This design comes from an exercise in tuning for small area, a short achievable clock period and few clock cycles on the open sky130 flow, not from production work. Only simulation tests tie the RTL to the original design; equivalence was not proved. No activity file was given, so power comes from the tool's default toggle rates.

===== flow/config.mk =====
export PLATFORM = sky130hd
export DESIGN_NAME = mips_mc_core_hs
export DESIGN_NICKNAME = mips_mc_core_hs
export VERILOG_FILES = /design/flow/design.v
export SDC_FILE = /design/flow/constraint.sdc
export NUM_CORES = 4
export LEC_CHECK = 0
export CAP_MARGIN = 30
export CORE_MARGIN = 2
export CORE_UTILIZATION = 45
export CTS_CLUSTER_DIAMETER = 80
export CTS_CLUSTER_SIZE = 25
export SETUP_SLACK_MARGIN = 2.5
export SLEW_MARGIN = 30

===== flow/constraint.sdc =====
create_clock -name core_clock -period 6.0 [get_ports {clk}]
set_input_delay 1.2000 -clock core_clock [delete_from_list [all_inputs] [get_ports {clk}]]
set_output_delay 1.2000 -clock core_clock [all_outputs]
set_load 0.01 [all_outputs]

===== flow/design.v =====
module mips_mc_core_hs (
    input  logic        clk,
    input  logic        reset_n,
    output logic        mem_req,
    output logic        mem_we,
    output logic [15:0] mem_addr,
    output logic [31:0] mem_wdata,
    input  logic [31:0] mem_rdata,
    input  logic        mem_ready,
    output logic        retire,
    output logic        halted,
    output logic        error,
    output logic [1:0]  err_code,
    output logic [31:0] pc_dbg
);
    localparam logic [5:0] OP_RTYPE = 6'b000000;
    localparam logic [5:0] OP_ADDI  = 6'b001000;
    localparam logic [5:0] OP_LW    = 6'b100011;
    localparam logic [5:0] OP_SW    = 6'b101011;
    localparam logic [5:0] OP_BEQ   = 6'b000100;
    localparam logic [5:0] OP_J     = 6'b000010;
    localparam logic [5:0] FN_ADD   = 6'b100000;
    localparam logic [5:0] FN_SUB   = 6'b100010;
    localparam logic [5:0] FN_AND   = 6'b100100;
    localparam logic [5:0] FN_OR    = 6'b100101;
    localparam logic [5:0] FN_SLT   = 6'b101010;
    localparam logic [5:0] FN_JR    = 6'b001000;
    localparam logic [5:0] FN_BRK   = 6'b001101;
    typedef struct packed {
        logic       bimm;    
        logic       sub;     
        logic       f_and, f_or, f_slt, f_sum;    
        logic       wr;      
        logic [4:0] wa;
        logic       mem, sw, beq, j, jr, brk, ill;
    } dec_t;
    logic [31:0] pc_f;               
    logic [25:0] ir;                 
    dec_t        dq;                 
    logic [31:0] pc_ir;              
    logic [31:0] a_q, b_q;           
    logic [31:0] m_wd;               
    logic        ir_v, pred_t;       
    logic        m_act, m_we;        
    logic [13:0] m_wa;               
    logic [4:0]  m_rt;               
    logic [7:0]  wcnt;               
    logic        halted_q, error_q, ret_q;
    logic [1:0]  ec_q;
    logic        w_v;                
    logic [4:0]  w_wa;
    logic [31:0] w_q;
    logic [31:0] rf [1:31];          
    logic [31:1] rv;
    logic stop, waiting, tmo, f_done, e_go;
    assign stop    = halted_q | error_q;
    assign waiting = ~stop & ~mem_ready;
    assign tmo     = waiting & (wcnt == 8'hff);
    assign f_done  = ~stop & ~m_act & mem_ready;
    assign e_go    = ~stop & ~m_act & ir_v & (mem_ready | tmo);
    assign mem_req   = reset_n & ~stop;
    assign mem_we    = reset_n & m_act & m_we;
    assign mem_addr  = m_act ? {m_wa, 2'b00} : pc_f[15:0];
    assign mem_wdata = m_wd;
    assign retire   = ret_q;
    assign halted   = halted_q;
    assign error    = error_q;
    assign err_code = ec_q;
    assign pc_dbg   = pc_f;
    logic [5:0]  f_op;
    logic [29:0] pcw, pcw1;
    logic [13:0] hi_p, hi_m;
    logic [16:0] lo_sum;
    logic [29:0] f_tgt;
    logic [31:0] f_next;
    logic        f_pt, f_s;
    dec_t        fd;
    assign f_op   = mem_rdata[31:26];
    assign pcw    = pc_f[31:2];
    assign pcw1   = pcw + 30'd1;
    assign hi_p   = pcw[29:16] + 14'd1;
    assign hi_m   = pcw[29:16] - 14'd1;
    assign f_s    = mem_rdata[15];
    assign lo_sum = {1'b0, pcw[15:0]} + {1'b0, mem_rdata[15:0]} + 17'd1;
    assign f_tgt  = {(lo_sum[16] == f_s) ? pcw[29:16] : (f_s ? hi_m : hi_p), lo_sum[15:0]};
    assign f_pt   = (f_op == OP_BEQ) && ((mem_rdata[25:21] == mem_rdata[20:16]) || f_s);
    assign f_next = (f_op == OP_J) ? {pcw1[29:26], mem_rdata[25:0], 2'b00}
                  : {f_pt ? f_tgt : pcw1, 2'b00};
    always_comb begin
        logic [5:0] o, f;
        logic       alu_r;
        o = mem_rdata[31:26];
        f = mem_rdata[5:0];
        alu_r    = (o == OP_RTYPE) && (f == FN_ADD || f == FN_SUB || f == FN_AND || f == FN_OR
                                       || f == FN_SLT);
        fd.bimm  = (o == OP_ADDI);
        fd.sub   = (o == OP_RTYPE) && f[1];
        fd.f_and = (o == OP_RTYPE) && f[2] && !f[0];
        fd.f_or  = (o == OP_RTYPE) && f[2] && f[0];
        fd.f_slt = (o == OP_RTYPE) && !f[2] && f[3];
        fd.f_sum = !((o == OP_RTYPE) && (f[2] || f[3]));
        fd.wa    = (o == OP_RTYPE) ? mem_rdata[15:11] : mem_rdata[20:16];
        fd.wr    = (alu_r || o == OP_ADDI) && (fd.wa != 5'd0);
        fd.mem   = (o == OP_LW) || (o == OP_SW);
        fd.sw    = (o == OP_SW);
        fd.beq   = (o == OP_BEQ);
        fd.j     = (o == OP_J);
        fd.jr    = (o == OP_RTYPE) && (f == FN_JR);
        fd.brk   = (o == OP_RTYPE) && (f == FN_BRK);
        fd.ill   = !(alu_r || fd.jr || fd.brk || o == OP_ADDI || fd.mem || fd.beq || fd.j);
    end
    logic [31:0] sum, alu, e_and, e_or, pcn, e_btgt;
    logic [15:0] maddr;
    logic [30:0] btw;
    logic        slt, eq, mis, e_redir, e_stop, e_ret;
    logic        cout;
    assign {cout, sum} = {1'b0, a_q} + {1'b0, b_q ^ {32{dq.sub}}} + {32'd0, dq.sub};
    assign slt    = a_q[31] ^ ~b_q[31] ^ cout;
    assign e_and  = a_q & b_q;
    assign e_or   = a_q | b_q;
    assign alu    = ({32{dq.f_and}} & e_and) | ({32{dq.f_or}} & e_or)
                  | {31'd0, dq.f_slt & slt} | ({32{dq.f_sum}} & sum);
    assign maddr  = a_q[15:0] + ir[15:0];                        
    assign eq     = (a_q == b_q);
    assign pcn    = pc_ir + 32'd4;
    assign btw    = {pc_ir[31:2], 1'b1} + {{14{ir[15]}}, ir[15:0], 1'b1};   
    assign e_btgt = {btw[30:1], 2'b00};
    assign mis    = (dq.jr && a_q[1:0] != 2'b00) || (dq.mem && maddr[1:0] != 2'b00);
    assign e_redir = (dq.beq && (eq != pred_t)) || (dq.jr && a_q[1:0] == 2'b00);
    assign e_stop  = dq.brk || dq.ill || mis;
    assign e_ret   = !dq.mem && !dq.ill && !(dq.jr && a_q[1:0] != 2'b00);
    logic        e_wen, m_done, n_wen;
    logic [4:0]  n_wa;
    assign e_wen  = e_go && dq.wr;
    assign m_done = m_act && !stop && mem_ready;
    assign n_wen  = e_wen || (m_done && !m_we && m_rt != 5'd0);
    assign n_wa   = m_act ? m_rt : dq.wa;
    always_ff @(posedge clk) begin
        w_wa <= n_wa;
        w_q  <= m_act ? mem_rdata : alu;
        for (int i = 1; i < 32; i++)
            if (w_v && w_wa == 5'(i)) rf[i] <= w_q;
    end
    always_ff @(posedge clk or negedge reset_n) begin
        if (!reset_n) begin
            w_v <= 1'b0;
            rv  <= '0;
        end else begin
            w_v <= n_wen;
            if (w_v) rv[w_wa] <= 1'b1;
        end
    end
    logic [4:0]  ra, rb;
    logic [31:0] ra_val, rb_val, a_in, b_in, imm_x;
    logic        bimm;
    assign ra    = mem_rdata[25:21];
    assign rb    = mem_rdata[20:16];
    assign bimm  = fd.bimm;
    assign imm_x = {{16{mem_rdata[15]}}, mem_rdata[15:0]};
    always_comb begin
        ra_val = '0;
        rb_val = '0;
        for (int i = 1; i < 32; i++) begin
            ra_val = ra_val | ({32{rv[i] && (ra == 5'(i))}} & rf[i]);
            rb_val = rb_val | ({32{rv[i] && (rb == 5'(i))}} & rf[i]);
        end
    end
    logic na_e, na_m, na_w, na_r, nb_e, nb_m, nb_w, nb_r;
    assign na_e = e_wen && (dq.wa == ra);
    assign na_m = m_act && !m_we && (m_rt == ir[25:21]) && (m_rt != 5'd0);
    assign na_w = !m_act && w_v && (w_wa == ra) && !(n_wen && n_wa == ra);
    assign na_r = !(na_e || na_m || na_w);
    assign nb_e = !bimm && e_wen && (dq.wa == rb);
    assign nb_m = m_act && !m_we && !dq.bimm && (m_rt == ir[20:16]) && (m_rt != 5'd0);
    assign nb_w = !m_act && !bimm && w_v && (w_wa == rb) && !(n_wen && n_wa == rb);
    assign nb_r = !m_act && !bimm && !(nb_e || nb_m || nb_w);
    assign a_in = ({32{na_e && dq.f_sum}} & sum) | ({32{na_e && dq.f_and}} & e_and)
                | ({32{na_e && dq.f_or}} & e_or) | {31'd0, na_e && dq.f_slt && slt}
                | ({32{na_m}} & mem_rdata) | ({32{na_w}} & w_q) | ({32{na_r}} & ra_val);
    assign b_in = ({32{nb_e && dq.f_sum}} & sum) | ({32{nb_e && dq.f_and}} & e_and)
                | ({32{nb_e && dq.f_or}} & e_or) | {31'd0, nb_e && dq.f_slt && slt}
                | ({32{nb_m}} & mem_rdata) | ({32{nb_w}} & w_q) | ({32{nb_r}} & rb_val)
                | ({32{!m_act && bimm}} & imm_x);
    logic m_hit, e_mem, beq_mis;
    logic [31:0] pc_f_nx;
    assign m_hit  = m_we && ir_v && (m_wa == pc_ir[15:2]);    
    assign e_mem  = e_go && dq.mem && !mis;
    assign beq_mis = e_go && dq.beq && (eq != pred_t);
    always_comb begin
        pc_f_nx = pc_f;
        if (m_act) begin
            if ((m_done && m_hit) || (!m_done && tmo && ir_v)) pc_f_nx = pc_ir;
        end else if (!stop && (mem_ready || tmo)) begin
            if (e_go && e_stop)                            pc_f_nx = pcn;
            else if (e_go && dq.jr)                        pc_f_nx = a_q;
            else if (mem_ready)                            pc_f_nx = f_next;
        end
        if (beq_mis) pc_f_nx = pred_t ? pcn : e_btgt;
    end
    always_ff @(posedge clk) begin
        if (f_done) begin
            ir     <= mem_rdata[25:0];
            dq     <= fd;
            pc_ir  <= pc_f;
            pred_t <= f_pt;
        end
        if (f_done || (m_done && na_m)) a_q <= a_in;
        if (f_done || (m_done && nb_m)) b_q <= b_in;
        if (e_mem) begin
            m_wd <= b_q;
            m_we <= dq.sw;
            m_wa <= maddr[15:2];
            m_rt <= ir[20:16];
        end
    end
    always_ff @(posedge clk or negedge reset_n) begin
        if (!reset_n) begin
            pc_f     <= 32'd0;
            ir_v     <= 1'b0;
            m_act    <= 1'b0;
            wcnt     <= 8'd0;
            halted_q <= 1'b0;
            error_q  <= 1'b0;
            ec_q     <= 2'd0;
            ret_q    <= 1'b0;
        end else begin
            wcnt  <= waiting ? wcnt + 8'd1 : 8'd0;
            pc_f  <= pc_f_nx;
            ret_q <= (e_go && e_ret) || m_done;
            if (m_act) begin
                if (m_done) begin
                    m_act <= 1'b0;
                    if (m_hit) ir_v <= 1'b0;
                end else if (tmo) begin
                    m_act   <= 1'b0;
                    error_q <= 1'b1;
                    ec_q    <= 2'd1;
                end
            end else if (!stop && (mem_ready || tmo)) begin
                if (e_go && e_stop) begin
                    ir_v <= 1'b0;
                    if (dq.brk) halted_q <= 1'b1;
                    else begin
                        error_q <= 1'b1;
                        ec_q    <= dq.ill ? 2'd2 : 2'd3;
                    end
                end else if (e_go && e_redir) begin
                    ir_v <= 1'b0;
                end else if (mem_ready) begin
                    ir_v <= 1'b1;
                    if (e_mem) m_act <= 1'b1;
                end else begin
                    ir_v <= 1'b0;
                    if (e_mem) m_act <= 1'b1;
                    else begin
                        error_q <= 1'b1;
                        ec_q    <= 2'd1;
                    end
                end
            end
        end
    end
endmodule

===== flow/flow/run.sh =====
#!/bin/bash
# Layout flow: the standard ORFS flow (standard.sh, unchanged synthesis, floorplan, power
# grid, placement, CTS and routing) with two resizer settings changed:
#  - the port buffers that buffer_ports inserts are sky130_fd_sc_hd__buf_2 rather than the slow
#    delay buffer it picks by itself;
#  - timing repair may swap a cell for any cell of the same function (MATCH_CELL_FOOTPRINT=0),
#    not only for one of the same footprint.
# Runs in the standard flow's work folder; make's full output goes to standard_make.log there, and ORFS's
# per-step logs stay under orfs/logs/.
set -euo pipefail
bash standard.sh MATCH_CELL_FOOTPRINT=0 "BUFFER_PORTS_ARGS=-buffer_cell sky130_fd_sc_hd__buf_2" finish \
    > standard_make.log 2>&1

===== flow/standard.sh =====
#!/bin/bash
# synth_recipe.tcl (not shown) runs the flow's synth.tcl, then flattens the netlist and writes it again
# the make line also repeats each setting of config.mk as NAME=value (left out here)
make -C /OpenROAD-flow-scripts/flow DESIGN_CONFIG=/design/flow/config.mk WORK_HOME=/design/flow/orfs CLKGATE_MAP_FILE= SYNTH_SCRIPT=/design/flow/synth_recipe.tcl "${@:-finish}"

==> results.toml, run 1 <==
[global_routing]
grt_max_degree = 64
grt_pass1_vias = 51787
grt_pass1_wl_um = 424000
met2_usage_pct = 60.0
gr-usage-met1_pct = 50.9
busiest_layer = "met2"
grt_overflow = 0
use_met3_pct = 17.9
grt_antenna_before_repair = 19
grt_usage_pct = 41.8

[sta]
finalCritPeriodShare_pct = 62.4
rsz0062_at_grt = "true"
worst_pin_slew_ns = 1.13
setup_viol = 0
fin_tns_setup_ns = 0
max_slew_margin_pct = 24.4
clock_skew_ns = 0.0444
hold_violations = 0
post-route-min-period_ns = 3.74
report.final.slew_viol_count = 0
max_freq_mhz = 267

[route]
vias = 56944
ant_nets = 0
vias_per_cell = 7.75
drc_errors = 0
drt_wl_total_um = 321000
detail_route.first_pass.iterations = 17
wl_per_cell_um = 43.7
first_iter_violations = 13308

[worst_setup_path]
rr_worst_depth = 12
endpoint = "a_q[25]"
rrSetupSlack_ns = 2.26
path_max_fanout = 4
crit_required_ns = 6.48
crit_path_start_kind = "register"
regToRegEndpoint = "a_q[25]"
r2r_start = "b_q[5]"
crit_path_end_kind = "register"
worstSetupStartpoint = "b_q[5]"
worstPathArrival_ns = 4.22
path_class = "register to register"

[final_layout]
fillCellCount = 11933
utilization_pct = 52.7
synthToLayoutAreaGrowth_pct = 16.2
seqCellArea_um2 = 38300
multi_input_area_um2 = 26000
nets = 5625
drive_gt1_share_pct = 19.9

[run_status]
run_status = "finished clean"

[placed_design]
io_buffers = 121
place_congestion = 0.996
hpwlAfterDp_um = 195000

[die]
die_x_um = 382
rows = 138
die_height_um = 382
start_util_pct = 45.4
dieArea_um2 = 146000
ios = 122
design.core.area_um2 = 142000

[power_and_ir_drop]
powerDensity_nw_per_um2 = 326
p_total_w = 0.0243
ir_drop_mv = 0.288
p_leak_nw = 26.0

[flow_run]
drv_cap = 0

[yosys]
synth_cells = 5127
synth.most_common_cell = "edfxtp_1"
synth_cell_type_count = 93
ys_seq_elements = 1301
synth_area_leaders = "edfxtp_1 55%, a221oi_1 4.3%, a22oi_1 4.1%"
yosys_warnings = 2
postSynth.asyncResetShare_pct = 6.07
synth.largest_area_cell = "edfxtp_1"
ys.flop_type = "edfxtp_1"
synth.top_cell.area_share_pct = 55.4
synth_commonest_cells = "1185 x edfxtp_1, 353 x a22oi_1, 325 x clkbuf_1, 314 x a221oi_1, 278 x a22o_1"
synth_edf_count = 1185
synth.avg_cell_area_um2 = 12.5
syn_area_um2 = 64200
yosysSeqAreaShare_pct = 59.6

[clock_network]
cts_tree = "built"
clock_latency_ns = 0.75
cts_sinks = 1301
clk_pin_slew_worst_paths_ns = 0.10
h-tree-depth = 3
cts_made_buffers = 79
clk_path_buf_depth = 3
clock-root-buffer = "clkbuf_16"

[min_path]
holdCritPathClass = "input port to asynchronous set/reset pin"
## worst min-delay path by stage
| stage | to | start | slack [ns] | cells after the start |
|---|---|---|---|---|
| after floorplan | m_we | dq[5] | 0.40 | 0 |
| after global placement | m_we | dq[5] | 0.41 | 0 |
| after detailed placement | m_we | dq[5] | 0.42 | 0 |
| after CTS | rv[6] | reset_n | 0.43 | 1 |
| after global routing | m_we | dq[5] | 0.45 | 0 |
| final | rv[6] | reset_n | 0.44 | 1 |
## state kept, by name, summed over array words and instances, names as in the netlist, 2 cells and up
register  flops
w_wa          5
b_q          32
a_q          32
ir           26
dq           18
w_q          32
m_wa         14
m_wd         32
pc_ir        32
rf          992
ec_q          2
rv           31
wcnt          8
m_rt          5
pc_f         32
## logic make-up (layout without fill, tap and decap cells)
kind of cell / Yosys count / after routing / synth area share, %
AOI/OAI and AO/OA: 1751 / 1751 / 20.8
DFF: 1301 / 1301 / 59.6
and+or+nand+nor: 1100 / 1108 / 8.89
buffers and inverters: 511 / 832 / 3.04
xor gates and xnor gates: 241 / 241 / 3.29
adders and majority gates: 187 / 187 / 3.70
muxes: 36 / 36 / 0.600
other: 0 / 5 / 0
## layout make-up
| cell class | count | area share, % |
|---|---|---|
| flip-flops and latches | 1301 | 51.4 |
| multi-input cells | 3323 | 34.8 |
| repair buffers | 575 | 6.31 |
| well taps | 1890 | 3.17 |
| clock buffers | 88 | 2.72 |
| clock inverters | 46 | 0.857 |
| inverters | 123 | 0.676 |
| diodes | 5 | 0.0168 |
## power breakdown
group / leakage, nW / internal, W / switching [W]
Combinational: 12.8 / 0.00208 / 0.00353
Sequential: 12.0 / 0.0113 / 0.00116
Clock: 1.29 / 0.00279 / 0.00350
Total: 26.0 / 0.0161 / 0.00820
## critical path, cell delays in order (launching register included)
cell and delay (ns):
edfxtp_1 0.56, xor2_1 0.23, ha_1 0.24, and2_4 0.17, or3_1 0.30, or3_4 0.37
a211oi_4 0.33, nor3_4 0.07, a2111o_1 0.52, a31oi_4 0.25, xor2_2 0.17, buf_6 0.15
o221ai_2 0.10
## repair_timing
item	4_1_cts	5_1_grt
pin swaps	51	73
setup buffers	115	109
setup endpoints to repair	170	118
hold buffers	0	0
gates resized for setup	228	179
cloned	3	10
## cell usage in the layout (no fill, tap or decap), types with 18 or more instances in the layout
cell,netlist,final
a31oi_1,30,23
dfrtp_1,79,77
nand2_1,209,195
dfxtp_2,0,21
xnor2_1,116,113
a21oi_1,180,165
nand4_1,105,105
or4_4,0,18
edfxtp_1,1185,1185
a211oi_1,30,22
a21o_1,50,50
a22oi_1,353,352
nor2_4,1,34
buf_4,0,390
and3_1,95,33
o21ai_1,10,19
and3_4,0,60
o21ai_0,172,155
nand3_1,212,210
a221oi_1,314,309
nand2b_1,29,26
buf_12,0,23
o21a_1,25,22
buf_6,1,39
o21bai_1,33,31
nor2_1,188,151
a222oi_1,97,97
a22o_1,278,278
clkbuf_16,0,84
or4_1,37,19
or3_1,21,19
mux2_2,19,19
o211ai_1,19,19
ha_1,182,161
buf_2,21,106
xor2_1,125,114
nor3_1,83,68
inv_1,121,107
## layer usage
metal  wire length, um  share of wire, %  vias up
li1                  -                 -    21456
met1            107000                33    27412
met2            131000                41     6147
met3             53700                17     1900
met4             29800               9.3       29
met5               297             0.093        -
## stage by stage
stage	hold WS (ns)	instance area [um2]	instances	setup WS, ns
2_1_floorplan	0.400	64400	5127	1.94
3_3_place_gp	0.413	67900	6967	1.21
3_5_place_dp	0.422	68100	6975	1.16
4_1_cts	0.427	72800	7227	2.38
5_1_grt	0.447	74600	7349	2.23
6_report	0.438	74600	7351	2.26
Testbench counts, summed over its fixed seeds: cycles 64,085.
==> run 2, diff against run 1 <==
--- a/flow/design.v
+++ b/flow/design.v
@@ -35,8 +35,8 @@
         logic       mem, sw, beq, j, jr, brk, ill;
     } dec_t;
-    logic [31:0] pc_f;               
+    logic [31:2] pc_f;               
     logic [25:0] ir;                 
     dec_t        dq;                 
-    logic [31:0] pc_ir;              
+    logic [31:2] pc_ir;              
     logic [31:0] a_q, b_q;           
     logic [31:0] m_wd;               
@@ -61,5 +61,5 @@
     assign mem_req   = reset_n & ~stop;
     assign mem_we    = reset_n & m_act & m_we;
-    assign mem_addr  = m_act ? {m_wa, 2'b00} : pc_f[15:0];
+    assign mem_addr  = {m_act ? m_wa : pc_f[15:2], 2'b00};
     assign mem_wdata = m_wd;
     assign retire   = ret_q;
@@ -67,5 +67,5 @@
     assign error    = error_q;
     assign err_code = ec_q;
-    assign pc_dbg   = pc_f;
+    assign pc_dbg   = {pc_f, 2'b00};
     logic [5:0]  f_op;
     logic [29:0] pcw, pcw1;
@@ -73,9 +73,9 @@
     logic [16:0] lo_sum;
     logic [29:0] f_tgt;
-    logic [31:0] f_next;
+    logic [31:2] f_next;
     logic        f_pt, f_s;
     dec_t        fd;
     assign f_op   = mem_rdata[31:26];
-    assign pcw    = pc_f[31:2];
+    assign pcw    = pc_f;
     assign pcw1   = pcw + 30'd1;
     assign hi_p   = pcw[29:16] + 14'd1;
@@ -85,6 +85,5 @@
     assign f_tgt  = {(lo_sum[16] == f_s) ? pcw[29:16] : (f_s ? hi_m : hi_p), lo_sum[15:0]};
     assign f_pt   = (f_op == OP_BEQ) && ((mem_rdata[25:21] == mem_rdata[20:16]) || f_s);
-    assign f_next = (f_op == OP_J) ? {pcw1[29:26], mem_rdata[25:0], 2'b00}
-                  : {f_pt ? f_tgt : pcw1, 2'b00};
+    assign f_next = (f_op == OP_J) ? {pcw1[29:26], mem_rdata[25:0]} : (f_pt ? f_tgt : pcw1);
     always_comb begin
         logic [5:0] o, f;
@@ -110,5 +109,6 @@
         fd.ill   = !(alu_r || fd.jr || fd.brk || o == OP_ADDI || fd.mem || fd.beq || fd.j);
     end
-    logic [31:0] sum, alu, e_and, e_or, pcn, e_btgt;
+    logic [31:0] sum, alu, e_and, e_or;
+    logic [31:2] e_tgt;
     logic [15:0] maddr;
     logic [30:0] btw;
@@ -123,7 +123,8 @@
     assign maddr  = a_q[15:0] + ir[15:0];                        
     assign eq     = (a_q == b_q);
-    assign pcn    = pc_ir + 32'd4;
-    assign btw    = {pc_ir[31:2], 1'b1} + {{14{ir[15]}}, ir[15:0], 1'b1};   
-    assign e_btgt = {btw[30:1], 2'b00};
+    logic       use_imm;
+    assign use_imm = dq.beq && !pred_t;
+    assign btw    = {pc_ir, 1'b1} + {use_imm ? {{14{ir[15]}}, ir[15:0]} : 30'd0, 1'b1};
+    assign e_tgt  = btw[30:1];
     assign mis    = (dq.jr && a_q[1:0] != 2'b00) || (dq.mem && maddr[1:0] != 2'b00);
     assign e_redir = (dq.beq && (eq != pred_t)) || (dq.jr && a_q[1:0] == 2'b00);
@@ -148,5 +149,5 @@
         end else begin
             w_v <= n_wen;
-            if (w_v) rv[w_wa] <= 1'b1;
+            if (n_wen) rv[n_wa] <= 1'b1;
         end
     end
@@ -183,5 +184,5 @@
                 | ({32{!m_act && bimm}} & imm_x);
     logic m_hit, e_mem, beq_mis;
-    logic [31:0] pc_f_nx;
+    logic [31:2] pc_f_nx;
     assign m_hit  = m_we && ir_v && (m_wa == pc_ir[15:2]);    
     assign e_mem  = e_go && dq.mem && !mis;
@@ -192,9 +193,9 @@
             if ((m_done && m_hit) || (!m_done && tmo && ir_v)) pc_f_nx = pc_ir;
         end else if (!stop && (mem_ready || tmo)) begin
-            if (e_go && e_stop)                            pc_f_nx = pcn;
-            else if (e_go && dq.jr)                        pc_f_nx = a_q;
+            if (e_go && e_stop)                            pc_f_nx = e_tgt;
+            else if (e_go && dq.jr)                        pc_f_nx = a_q[31:2];
             else if (mem_ready)                            pc_f_nx = f_next;
         end
-        if (beq_mis) pc_f_nx = pred_t ? pcn : e_btgt;
+        if (beq_mis) pc_f_nx = e_tgt;
     end
     always_ff @(posedge clk) begin
@@ -216,5 +217,5 @@
     always_ff @(posedge clk or negedge reset_n) begin
         if (!reset_n) begin
-            pc_f     <= 32'd0;
+            pc_f     <= 30'd0;
             ir_v     <= 1'b0;
             m_act    <= 1'b0;
==> run 2 against run 1 <==
Net effect:
- still clean on timing, DRC and antenna
- sequential share of layout area increased by 1.8 points
- cell count decreased by 4.9%
- flip-flop and latch count decreased by 4
- largest cell class unchanged
- highest routed layer unchanged
==> results.toml, run 2 <==
[run_status]
run_status = "finished clean"

[sta]
max_freq_mhz = 272
rsz0062_at_grt = "true"
setup_viol = 0
clock_skew_ns = 0.0613
fin_tns_setup_ns = 0
max_slew_margin_pct = 23.6
post-route-min-period_ns = 3.68
worst_pin_slew_ns = 1.15
finalCritPeriodShare_pct = 61.3
report.final.slew_viol_count = 0
hold_violations = 0

[final_layout]
fillCellCount = 11763
fin_cells = 6990
seqCellArea_um2 = 38200
top_register = "rf"
drive_gt1_share_pct = 18.0
final_common_cell = "edfxtp_1"
multi_input_area_um2 = 24500
nets = 5273
largest_reg_flops = 992
most-common-layout-cells = "1183 x edfxtp_1, 349 x a22oi_1, 304 x a221oi_1"
synthToLayoutAreaGrowth_pct = 13.9

[clock_network]
clock-root-buffer = "clkbuf_16"
h-tree-depth = 3
cts_tree = "built"
clk_path_buf_depth = 3
clock_latency_ns = 0.76
clk_pin_slew_worst_paths_ns = 0.09
cts_made_buffers = 73
cts_sinks = 1297

[global_routing]
grt_usage_pct = 40.8
busiest_layer = "met2"
grt_overflow = 0
met2_usage_pct = 59.7
use_met3_pct = 18.6
grt_pass1_vias = 50491
gr-usage-met1_pct = 47.7
grt_pass1_wl_um = 405000
grt_antenna_before_repair = 27
grt_max_degree = 58

[min_path]
hold_depth = 0
holdCritPathClass = "register to register"

[yosys]
yosys-mux-area-fraction_pct = 0.861
synth.avg_cell_area_um2 = 12.9
ys.flop_type = "edfxtp_1"
syn_area_um2 = 63100
synth.top_cell.area_share_pct = 56.3
yosys_warnings = 2
synth_top_family_by_area = "compound AO/OA/AOI/OAI gates"
synthSimpleGateAreaFrac_pct = 8.03
synth.largest_area_cell = "edfxtp_1"
yosysSeqAreaShare_pct = 60.6
synth_compound_area_share_pct = 20.8
postSynth.asyncResetShare_pct = 5.94
ys_seq_elements = 1297
synth_commonest_cells = "1183 x edfxtp_1, 350 x a22oi_1, 306 x a221oi_1, 294 x a22o_1, 255 x clkbuf_1"
synth-xor-area-share_pct = 2.83
synthAdderAreaFrac_pct = 3.69
synth_area_leaders = "edfxtp_1 56%, a221oi_1 4.3%, a22oi_1 4.2%"
synth_cells = 4895
synth_cell_type_count = 104
synth.most_common_cell = "edfxtp_1"
synth_edf_count = 1183

[worst_setup_path]
cpLargestDelayFamily = "simple AND/OR/NAND/NOR gates"
crit_buf_inv = 3
crit_path_end_kind = "register"
crit_path_start_kind = "input port"
slowest_stage = "and3_2"
rr_worst_depth = 15
path_class = "input port to register"
crit_chain = "buf_2 -> inv_1 -> nor2_1 -> and3_2 -> buf_12 -> a22o_1 -> a221oi_1 -> nand4_1 -> nor3_2 -> o21ai_0 -> a211o_1"
worstPathArrival_ns = 4.15
path_max_fanout = 20
crit_cells = 11
crit_required_ns = 6.47
cpPeakStageDelay_ns = 0.50

[route]
wl_per_cell_um = 43.2
drt_wl_total_um = 302000
ant_nets = 0
detail_route.first_pass.iterations = 17
vias_per_cell = 7.81
vias = 54611
drc_errors = 0
first_iter_violations = 12815

[die]
dieArea_um2 = 143000
rows = 137
start_util_pct = 45.2
die_height_um = 378
ios = 122
die_x_um = 378
design.core.area_um2 = 139000

[flow_run]
drv_cap = 0

[power_and_ir_drop]
p_leak_nw = 24.3
power_frac_seq_pct = 54.8
clkPwrFrac_pct = 25.9
p_comb_share_pct = 19.4
switching_power_w = 0.00706
powerDensity_nw_per_um2 = 310
switching_share_pct = 31.7
ir_drop_mv = 0.287
p_int_w = 0.0152

[placed_design]
hpwlAfterDp_um = 184000
post-place-cells = 6732
place_congestion = 1.02
io_buffers = 117
## run 2: metrics by stage
step	total power, W	cell area [um2]	setup WS, ns	util (%)	hold slack, ns
finish	0.0223	71800	2.32	51.5	0.433
detailed placement	0.0160	67000	1.40	48.0	0.421
CTS	0.0218	70700	2.34	50.7	0.426
global route	0.0228	71800	2.23	51.5	0.429
floorplan	0.0143	63100	2.37	-	0.400
global placement	0.0159	66700	1.36	47.9	0.404
## run 2: logic make-up (layout without fill, tap and decap cells)
group,count (synthesis),in the layout
simple gates,986,987
compound gates,1668,1671
fa+ha+maj,183,183
flops,1297,1297
mux,45,45
buf+inv,511,707
xor+xnor,204,204
other cells,1,20
## run 2: routing by layer
metal | vias to the layer above | part of all wire (%)
li1 | 20387 | -
met1 | 26395 | 32
met2 | 5917 | 41
met3 | 1878 | 16
met4 | 34 | 9.5
met5 | - | 0.15
## run 2: timing repair
item	in CTS	in global routing
buffers inserted	72	44
pin swaps	55	71
gates cloned	3	4
setup endpoints to repair	163	137
gates resized for setup	175	143
hold buffers	0	0
## run 2: area by class of cell
| cell class | instances | share of cell area, % |
|---|---|---|
| sequential | 1297 | 53.2 |
| clock buffer | 84 | 2.62 |
| timing repair buffer | 439 | 5.24 |
| tap | 1876 | 3.27 |
| inverter | 150 | 0.836 |
| antenna | 16 | 0.0558 |
| clock inverter | 34 | 0.599 |
| multi-input combinational | 3094 | 34.1 |
## run 2: worst reg2reg max path, cell delays in order (launching register included)
cell and delay (ns):
edfxtp_1 0.47, buf_12 0.18, buf_6 0.13, xor2_1 0.14, ha_1 0.32, o21a_1 0.23
o21ai_4 0.19, a211oi_4 0.06, buf_6 0.15, buf_4 0.13, o2111ai_2 0.23, a21boi_1 0.12
o21a_1 0.21, or3_1 0.41, a31o_1 0.29, a21o_1 0.19
## run 2: path summary, 6_finish.rpt
path                          startpoint  endpoint  slack [ns]
setup / recovery           mem_rdata[16]   b_q[29]        2.32
hold / removal                     dq[5]      m_we        0.43
setup reg to reg                  dq[17]   a_q[19]        2.34
hold reg to reg                    dq[5]      m_we        0.43
max in group asynchronous        reset_n  pc_f[19]        4.37
min in group asynchronous        reset_n     m_act        0.44
## run 2: power by group through the flow
stage | logic (W) | registers, W | clock network (W)
3_3_place_gp | 0.00362 | 0.0123 | 0
6_report | 0.00431 | 0.0122 | 0.00575
5_1_grt | 0.00458 | 0.0122 | 0.00601
2_1_floorplan | 0.00235 | 0.0119 | 0
4_1_cts | 0.00399 | 0.0121 | 0.00571
3_5_place_dp | 0.00364 | 0.0123 | 0
Testbench counts of run 2, summed over its fixed seeds: cycles 64,085.
==> run 3, diff against run 2 <==
--- a/flow/config.mk
+++ b/flow/config.mk
@@ -8,5 +8,5 @@
 export CAP_MARGIN = 30
 export CORE_MARGIN = 2
-export CORE_UTILIZATION = 45
+export CORE_UTILIZATION = 55
 export CTS_CLUSTER_DIAMETER = 80
 export CTS_CLUSTER_SIZE = 25
==> run 3 against run 2 <==
Net effect:
- routed wire length grew 0.42%
- sequential share of layout area shrank 0.37 points
- utilization grew 12 points
- cell area grew 0.71%
- largest power group unchanged
==> results.toml, run 3 <==
[run_status]
run_status = "finished clean"

[final_layout]
finalInstanceArea_um2 = 72300
most-common-layout-cells = "1183 x edfxtp_1, 379 x buf_4, 349 x a22oi_1"
largest_reg_flops = 992
drive_gt1_share_pct = 20.2
utilization_pct = 63.4
nets = 5400
final_common_cell = "edfxtp_1"
synthToLayoutAreaGrowth_pct = 14.7
top_register = "rf"

[global_routing]
grt_pass1_vias = 50588
grt_pass1_wl_um = 404000
grt_antenna_before_repair = 16
grt_max_degree = 66
grt_usage_pct = 49.9
grt_overflow = 0

[worst_setup_path]
rrSetupSlack_ns = 2.32
worstSetupStartpoint = "mem_rdata[16]"
cpPeakStageDelay_ns = 0.86
slowest_stage = "a222oi_1"
r2r_start = "dq[17]"
crit_chain = "clkbuf_4 -> clkinvlp_4 -> nor2_4 -> and3_4 -> buf_4 -> a222oi_1 -> nand3_1 -> nor3_2 -> o221ai_1"
crit_path_end_kind = "register"
crit_required_ns = 6.43
path_class = "input port to register"
crit_path_start_kind = "input port"
path_max_fanout = 17
worstPathArrival_ns = 4.30

[placed_design]
io_buffers = 117
place_congestion = 1.02
hpwlAfterDp_um = 181000
place_area_um2 = 66600
pre_cts_slack_ns = 1.22

[route]
drc_errors = 0
vias_per_cell = 8.24
ant_nets = 0
wl_per_cell_um = 45.0
drt_wl_total_um = 304000
detail_route.first_pass.iterations = 17
vias = 55571
first_iter_violations = 13912

[sta]
clock_skew_ns = 0.0508
setup_viol = 0
post-route-min-period_ns = 3.87
max_freq_mhz = 258
fin_tns_setup_ns = 0
finalCritPeriodShare_pct = 64.5
layout_setup_ws_ns = 2.13
max_slew_margin_pct = 24.8
hold_violations = 0
worst_pin_slew_ns = 1.13
report.final.slew_viol_count = 0
rsz0062_at_grt = "true"

[die]
start_util_pct = 55.3
dieArea_um2 = 117000
die_x_um = 343
rows = 124
ios = 122
design.core.area_um2 = 114000
die_height_um = 343

[yosys]
synth_cell_type_count = 104
synth_edf_count = 1183
synth.most_common_cell = "edfxtp_1"
synth_cells = 4895
postSynth.asyncResetShare_pct = 5.94
synth_area_leaders = "edfxtp_1 56%, a221oi_1 4.3%, a22oi_1 4.2%"
ys.flop_type = "edfxtp_1"
yosysSeqAreaShare_pct = 60.6
ys_seq_elements = 1297
synth_commonest_cells = "1183 x edfxtp_1, 350 x a22oi_1, 306 x a221oi_1, 294 x a22o_1, 255 x clkbuf_1"
synth.largest_area_cell = "edfxtp_1"
synth.avg_cell_area_um2 = 12.9
yosys_warnings = 2
synth.top_cell.area_share_pct = 56.3
syn_area_um2 = 63100

[min_path]
holdCritPathClass = "input port to asynchronous set/reset pin"

[clock_network]
clock_latency_ns = 0.75
clk_pin_slew_worst_paths_ns = 0.09
h-tree-depth = 3
cts_sinks = 1297
clk_path_buf_depth = 3
clock-root-buffer = "clkbuf_16"
cts_made_buffers = 69
cts_tree = "built"

[power_and_ir_drop]
ir_drop_mv = 0.309
p_leak_nw = 24.9
powerDensity_nw_per_um2 = 304
p_total_w = 0.0220

[flow_run]
drv_cap = 0
==> run 3: final timing paths <==
path	to	cells after the start
min reg2reg	m_we	0
max	b_q[27]	9
min	wcnt[1]	1
min in group core_clock	m_we	0
max reg2reg	b_q[30]	15
max in group asynchronous	rv[10]	2
==> run 3: critical path, delay by kind of cell <==
kind	cells	cell delay, ns
compound gates	2	1.06
buf+inv	3	0.89
simple gates	4	1.08
==> run 3: cells by family (layout without fill, tap and decap cells) <==
| family | after synthesis | after routing | share of synthesized area (%) |
|---|---|---|---|
| AOI/OAI and AO/OA | 1668 | 1670 | 20.8 |
| xor gates and xnor gates | 204 | 204 | 2.83 |
| adders and majority gates | 183 | 183 | 3.69 |
| buffers and inverters | 511 | 817 | 3.24 |
| DFF | 1297 | 1297 | 60.6 |
| muxes | 45 | 45 | 0.861 |
| other | 1 | 26 | 0.00595 |
| and+or+nand+nor | 986 | 991 | 8.03 |
==> run 3: timing repair <==
action / 4_1_cts / 5_1_grt
pin swaps: 41 / 87
hold buffers: 0 / 0
cloned: 5 / 8
resized for setup: 198 / 171
setup buffers: 71 / 148
endpoints found under the setup margin: 167 / 131
==> run 3: per-layer routing <==
metal	share of wire (%)	track usage [%]
met5	0.091	1.92
met4	11	35.0
met3	17	22.3
met2	41	72.5
met1	31	59.0
==> run 3: stage by stage <==
step / hold WS (ns) / cells
2_1_floorplan: 0.400 / 4898
3_3_place_gp: 0.401 / 6383
3_5_place_dp: 0.406 / 6390
4_1_cts: 0.426 / 6566
5_1_grt: 0.440 / 6725
6_report: 0.425 / 6745
==> run 3: power by group <==
group	leakage (nW)	switching, W	internal [W]
sequential	11.9	0.00111	0.0110
clock	1.02	0.00321	0.00222
combinational	12.0	0.00269	0.00172
total	24.9	0.00701	0.0150
==> run 3: layout make-up <==
| type | count | area [um2] |
|---|---|---|
| clock buffer | 76 | 1760 |
| tap | 1512 | 1890 |
| inverter | 150 | 619 |
| timing repair inverter | 1 | 7.51 |
| multi-input combinational | 3097 | 24600 |
| timing repair buffer | 566 | 4800 |
| fill | 8700 | 41700 |
| sequential | 1297 | 38200 |
| clock inverter | 24 | 349 |
| antenna | 22 | 55.1 |
==> run 4, diff against run 3 <==
--- a/flow/design.v
+++ b/flow/design.v
@@ -40,5 +40,4 @@
     logic [31:2] pc_ir;              
     logic [31:0] a_q, b_q;           
-    logic [31:0] m_wd;               
     logic        ir_v, pred_t;       
     logic        m_act, m_we;        
@@ -62,5 +61,5 @@
     assign mem_we    = reset_n & m_act & m_we;
     assign mem_addr  = {m_act ? m_wa : pc_f[15:2], 2'b00};
-    assign mem_wdata = m_wd;
+    assign mem_wdata = b_q;
     assign retire   = ret_q;
     assign halted   = halted_q;
@@ -114,7 +113,6 @@
     logic [30:0] btw;
     logic        slt, eq, mis, e_redir, e_stop, e_ret;
-    logic        cout;
-    assign {cout, sum} = {1'b0, a_q} + {1'b0, b_q ^ {32{dq.sub}}} + {32'd0, dq.sub};
-    assign slt    = a_q[31] ^ ~b_q[31] ^ cout;
+    assign sum    = a_q + (b_q ^ {32{dq.sub}}) + {31'd0, dq.sub};
+    assign slt    = (a_q[31] ^ b_q[31]) ? a_q[31] : sum[31];
     assign e_and  = a_q & b_q;
     assign e_or   = a_q | b_q;
@@ -155,8 +153,8 @@
     logic [31:0] ra_val, rb_val, a_in, b_in, imm_x;
     logic        bimm;
-    assign ra    = mem_rdata[25:21];
-    assign rb    = mem_rdata[20:16];
-    assign bimm  = fd.bimm;
-    assign imm_x = {{16{mem_rdata[15]}}, mem_rdata[15:0]};
+    assign ra    = m_act ? ir[25:21] : mem_rdata[25:21];
+    assign rb    = m_act ? ir[20:16] : mem_rdata[20:16];
+    assign bimm  = m_act ? dq.bimm : fd.bimm;
+    assign imm_x = m_act ? {{16{ir[15]}}, ir[15:0]} : {{16{mem_rdata[15]}}, mem_rdata[15:0]};
     always_comb begin
         ra_val = '0;
@@ -169,11 +167,11 @@
     logic na_e, na_m, na_w, na_r, nb_e, nb_m, nb_w, nb_r;
     assign na_e = e_wen && (dq.wa == ra);
-    assign na_m = m_act && !m_we && (m_rt == ir[25:21]) && (m_rt != 5'd0);
-    assign na_w = !m_act && w_v && (w_wa == ra) && !(n_wen && n_wa == ra);
+    assign na_m = m_act && !m_we && (m_rt == ra) && (ra != 5'd0);
+    assign na_w = w_v && (w_wa == ra) && !(n_wen && n_wa == ra);
     assign na_r = !(na_e || na_m || na_w);
     assign nb_e = !bimm && e_wen && (dq.wa == rb);
-    assign nb_m = m_act && !m_we && !dq.bimm && (m_rt == ir[20:16]) && (m_rt != 5'd0);
-    assign nb_w = !m_act && !bimm && w_v && (w_wa == rb) && !(n_wen && n_wa == rb);
-    assign nb_r = !m_act && !bimm && !(nb_e || nb_m || nb_w);
+    assign nb_m = !bimm && m_act && !m_we && (m_rt == rb) && (rb != 5'd0);
+    assign nb_w = !bimm && w_v && (w_wa == rb) && !(n_wen && n_wa == rb);
+    assign nb_r = !bimm && !(nb_e || nb_m || nb_w);
     assign a_in = ({32{na_e && dq.f_sum}} & sum) | ({32{na_e && dq.f_and}} & e_and)
                 | ({32{na_e && dq.f_or}} & e_or) | {31'd0, na_e && dq.f_slt && slt}
@@ -182,5 +180,5 @@
                 | ({32{nb_e && dq.f_or}} & e_or) | {31'd0, nb_e && dq.f_slt && slt}
                 | ({32{nb_m}} & mem_rdata) | ({32{nb_w}} & w_q) | ({32{nb_r}} & rb_val)
-                | ({32{!m_act && bimm}} & imm_x);
+                | ({32{bimm}} & imm_x);
     logic m_hit, e_mem, beq_mis;
     logic [31:2] pc_f_nx;
@@ -206,8 +204,9 @@
             pred_t <= f_pt;
         end
-        if (f_done || (m_done && na_m)) a_q <= a_in;
-        if (f_done || (m_done && nb_m)) b_q <= b_in;
+        if ((f_done && !e_mem) || m_done) begin
+            a_q <= a_in;
+            b_q <= b_in;
+        end
         if (e_mem) begin
-            m_wd <= b_q;
             m_we <= dq.sw;
             m_wa <= maddr[15:2];
--- a/flow/config.mk
+++ b/flow/config.mk
@@ -8,7 +8,7 @@
 export CAP_MARGIN = 30
 export CORE_MARGIN = 2
-export CORE_UTILIZATION = 55
+export CORE_UTILIZATION = 45
 export CTS_CLUSTER_DIAMETER = 80
 export CTS_CLUSTER_SIZE = 25
-export SETUP_SLACK_MARGIN = 2.5
+export SETUP_SLACK_MARGIN = 2.3
 export SLEW_MARGIN = 30
==> run 4 against run 3 <==
Net effect:
- global-route usage decreased by 7.5 points
- synthesized area down 0.90%
- routed wire length up 4.8%
- via count is 1.6% higher
- critical path depth up 3
- sequential power about the same
- utilization decreased by 11 points
- setup slack got worse by 0.085 ns
- non-clock buffer count down 22
- sequential share of layout area decreased by 1.3 points
- die area rose by 21%
==> results.toml, run 4 <==
[run_status]
run_status = "finished clean"

[route]
detail_route.first_pass.iterations = 17
drc_errors = 0
ant_nets = 0
first_iter_violations = 14216
vias = 56448
wl_per_cell_um = 45.3
drt_wl_total_um = 318000
vias_per_cell = 8.03

[yosys]
synth_cells = 4903
yosysSeqAreaShare_pct = 59.6
yosys_warnings = 2
synth_edf_count = 1151
postSynth.asyncResetShare_pct = 6.09
synth.largest_area_cell = "edfxtp_1"
synth_area_leaders = "edfxtp_1 55%, a221oi_1 5.2%, a22o_1 4.8%"
synth_commonest_cells = "1151 x edfxtp_1, 368 x a221oi_1, 344 x a22o_1, 245 x clkbuf_1, 232 x a22oi_1"
synth.top_cell.area_share_pct = 55.3
syn_area_um2 = 62500
synth.most_common_cell = "edfxtp_1"
ys.flop_type = "edfxtp_1"
ys_seq_elements = 1265
synth_cell_type_count = 94
synth.avg_cell_area_um2 = 12.7

[clock_network]
cts_hold_buf = 0
clock_latency_ns = 0.78
h-tree-depth = 3
cts_sinks = 1265
cts_made_buffers = 75
clk_path_buf_depth = 3
clk_pin_slew_worst_paths_ns = 0.10
clock-root-buffer = "clkbuf_16"
cts_tree = "built"

[final_layout]
nets = 5379
synthToLayoutAreaGrowth_pct = 15.6
top_register = "rf"
finalInstanceArea_um2 = 72300
final_common_cell = "edfxtp_1"
drive_gt1_share_pct = 19.7
largest_reg_flops = 992
most-common-layout-cells = "1151 x edfxtp_1, 363 x a221oi_1, 352 x buf_4"

[worst_setup_path]
endpoint = "b_q[13]"
slowest_stage = "and3_4"
rr_worst_depth = 12
regToRegEndpoint = "b_q[13]"
crit_path_start_kind = "register"
worstPathArrival_ns = 4.53
crit_chain = "buf_12 -> buf_8 -> or3b_2 -> a21oi_4 -> and3_4 -> buf_4 -> a22o_1 -> a221oi_1 -> nand4_1 -> o31a_1 -> a21oi_1 -> o211ai_1"
crit_required_ns = 6.58
path_class = "register to register"
crit_path_end_kind = "register"
cpPeakStageDelay_ns = 0.61
path_max_fanout = 16
worstSetupStartpoint = "m_act"
rrSetupSlack_ns = 2.05
r2r_start = "m_act"

[sta]
setup_viol = 0
max_freq_mhz = 253
report.final.slew_viol_count = 0
max_slew_margin_pct = 23.8
worst_pin_slew_ns = 1.14
fin_tns_setup_ns = 0
finalCritPeriodShare_pct = 65.9
clock_skew_ns = 0.0505
post-route-min-period_ns = 3.95
hold_violations = 0
rsz0062_at_grt = "true"

[global_routing]
grt_overflow = 0
met2_usage_pct = 59.1
grt_antenna_before_repair = 31
busiest_layer = "met2"
grt_max_degree = 65
grt_usage_pct = 42.4
use_met3_pct = 19.1
grt_pass1_vias = 50084
gr-usage-met1_pct = 50.5
grt_pass1_wl_um = 415000

[die]
start_util_pct = 45.4
die_height_um = 377
die_x_um = 377
ios = 122
dieArea_um2 = 142000
rows = 136
design.core.area_um2 = 138000

[placed_design]
place_area_um2 = 66200
hpwlAfterDp_um = 188000
place_congestion = 1.03
io_buffers = 117

[power_and_ir_drop]
switching_power_w = 0.00785
p_leak_nw = 25.1
p_comb_share_pct = 21.7
switching_share_pct = 33.9
powerDensity_nw_per_um2 = 320
ir_drop_mv = 0.207
p_int_w = 0.0153
clkPwrFrac_pct = 26.2
power_frac_seq_pct = 52.1

[min_path]
holdCritPathClass = "input port to asynchronous set/reset pin"

[flow_run]
drv_cap = 0
==> run 4: cell count changes in the layout (fill, tap and decap cells not counted), moves of 29 or more <==
cell / before / now
edfxtp_1: 1183 / 1151
a22oi_1: 349 / 232
nand3_1: 172 / 135
a221oi_1: 302 / 363
a21o_1: 31 / 60
nor3_2: 39 / 8
a22o_1: 294 / 344
==> run 4: through the flow <==
stage                     cells  hold slack, ns  power [W]  utilization [%]  worst slack (ns)
after detailed placement   6644           0.417     0.0164             48.1              1.08
final                      7030           0.392     0.0231             52.5              2.05
after global routing       7013           0.439     0.0236             52.5              2.11
after floorplan            4906           0.400     0.0144                -              2.08
after CTS                  6859           0.385     0.0225             51.1              2.27
after global placement     6632           0.400     0.0164             47.8             0.324
==> run 4: cell type report <==
class	instances	area, um2
clock inverter	47	644
sequential	1265	37300
multi-input combinational	3141	25000
inverter	135	513
antenna	23	57.6
clock buffer	81	1920
fill	11459	65400
timing repair buffer	544	4610
tap	1794	2240
==> run 4: cell families (layout without fill, tap and decap cells) <==
kind of cell,after synthesis,in the layout,share of synthesized area [%]
adder cells (fa/ha/maj),182,182,3.70
other,1,27,0.00600
flip-flops,1265,1265,59.6
AO/OA/AOI/OAI,1698,1699,21.3
AND/OR/NAND/NOR,986,999,8.29
multiplexers,54,54,0.947
XOR/XNOR,203,203,2.85
buffers and inverters,514,807,3.35
==> run 4: worst max-delay path, delay by kind of cell (launching register included) <==
family	cells	cell delay, ns
AOI/OAI and AO/OA	6	1.29
buffers and inverters	3	0.66
DFF	1	0.52
and+or+nand+nor	3	1.26
==> run 4: how the worst min path moves through the flow <==
stage | startpoint | slack [ns] | cells after the start | end
6_report | reset_n | 0.39 | 1 | rv[28]
4_1_cts | reset_n | 0.38 | 1 | rv[30]
3_5_place_dp | dq[5] | 0.42 | 0 | m_we
2_1_floorplan | dq[5] | 0.40 | 0 | m_we
5_1_grt | reset_n | 0.44 | 1 | rv[28]
3_3_place_gp | dq[5] | 0.40 | 0 | m_we
==> run 4: what timing repair did <==
item	in CTS	in global routing
setup buffers	80	138
gates cloned	7	9
endpoints found under the setup margin	138	115
pin swaps	45	51
gates resized for setup	209	126
==> run 4: power groups by stage <==
stage / Clock [W] / Sequential [W] / Combinational, W
floorplan: 0 / 0.0118 / 0.00264
global placement: 0 / 0.0122 / 0.00421
detailed placement: 0 / 0.0122 / 0.00426
CTS: 0.00601 / 0.0120 / 0.00458
global route: 0.00629 / 0.0121 / 0.00528
finish: 0.00606 / 0.0121 / 0.00503
==> run 4: per-layer routing <==
metal / share of wire, % / up-vias
li1: - / 20737
met1: 32 / 26985
met2: 39 / 6599
met3: 17 / 2088
met4: 11 / 39
met5: 0.28 / -
Testbench counts of run 4, summed over its fixed seeds: cycles 64,085.

## re-timing with driven ports
In the flow no input, the clock included, has a driving cell. The finished layouts below were timed again as built, in two steps. Step 1 assumes that a clkbuf_16 drives the clock port and a buf_2 every other input. Step 2 adds t to the input delays and takes it off the output delays; t is the mean of the earliest and latest rising clock arrival at the registers after step 1. Input paths then give back, and output paths get back, about the clock's delay inside the block. Slacks: ideal / step 1 / step 2; pairs: ideal / step 1.
run	t (ns)	slack for setup (ns)	worst data-port slew with drivers (ns)
run 1	0.811	2.256 / 2.256 / 1.575	0.08
run 2	0.810	2.321 / 2.337 / 1.576	0.11
run 3	0.803	2.130 / 2.189 / 1.386	0.09
run 4	0.828	2.046 / 2.046 / 1.335	0.16
After both steps every run listed still meets setup and hold. For run 2, which loses most, drivers alone change the setup slack by +0.016 ns; drivers and shift together by -0.745 ns.
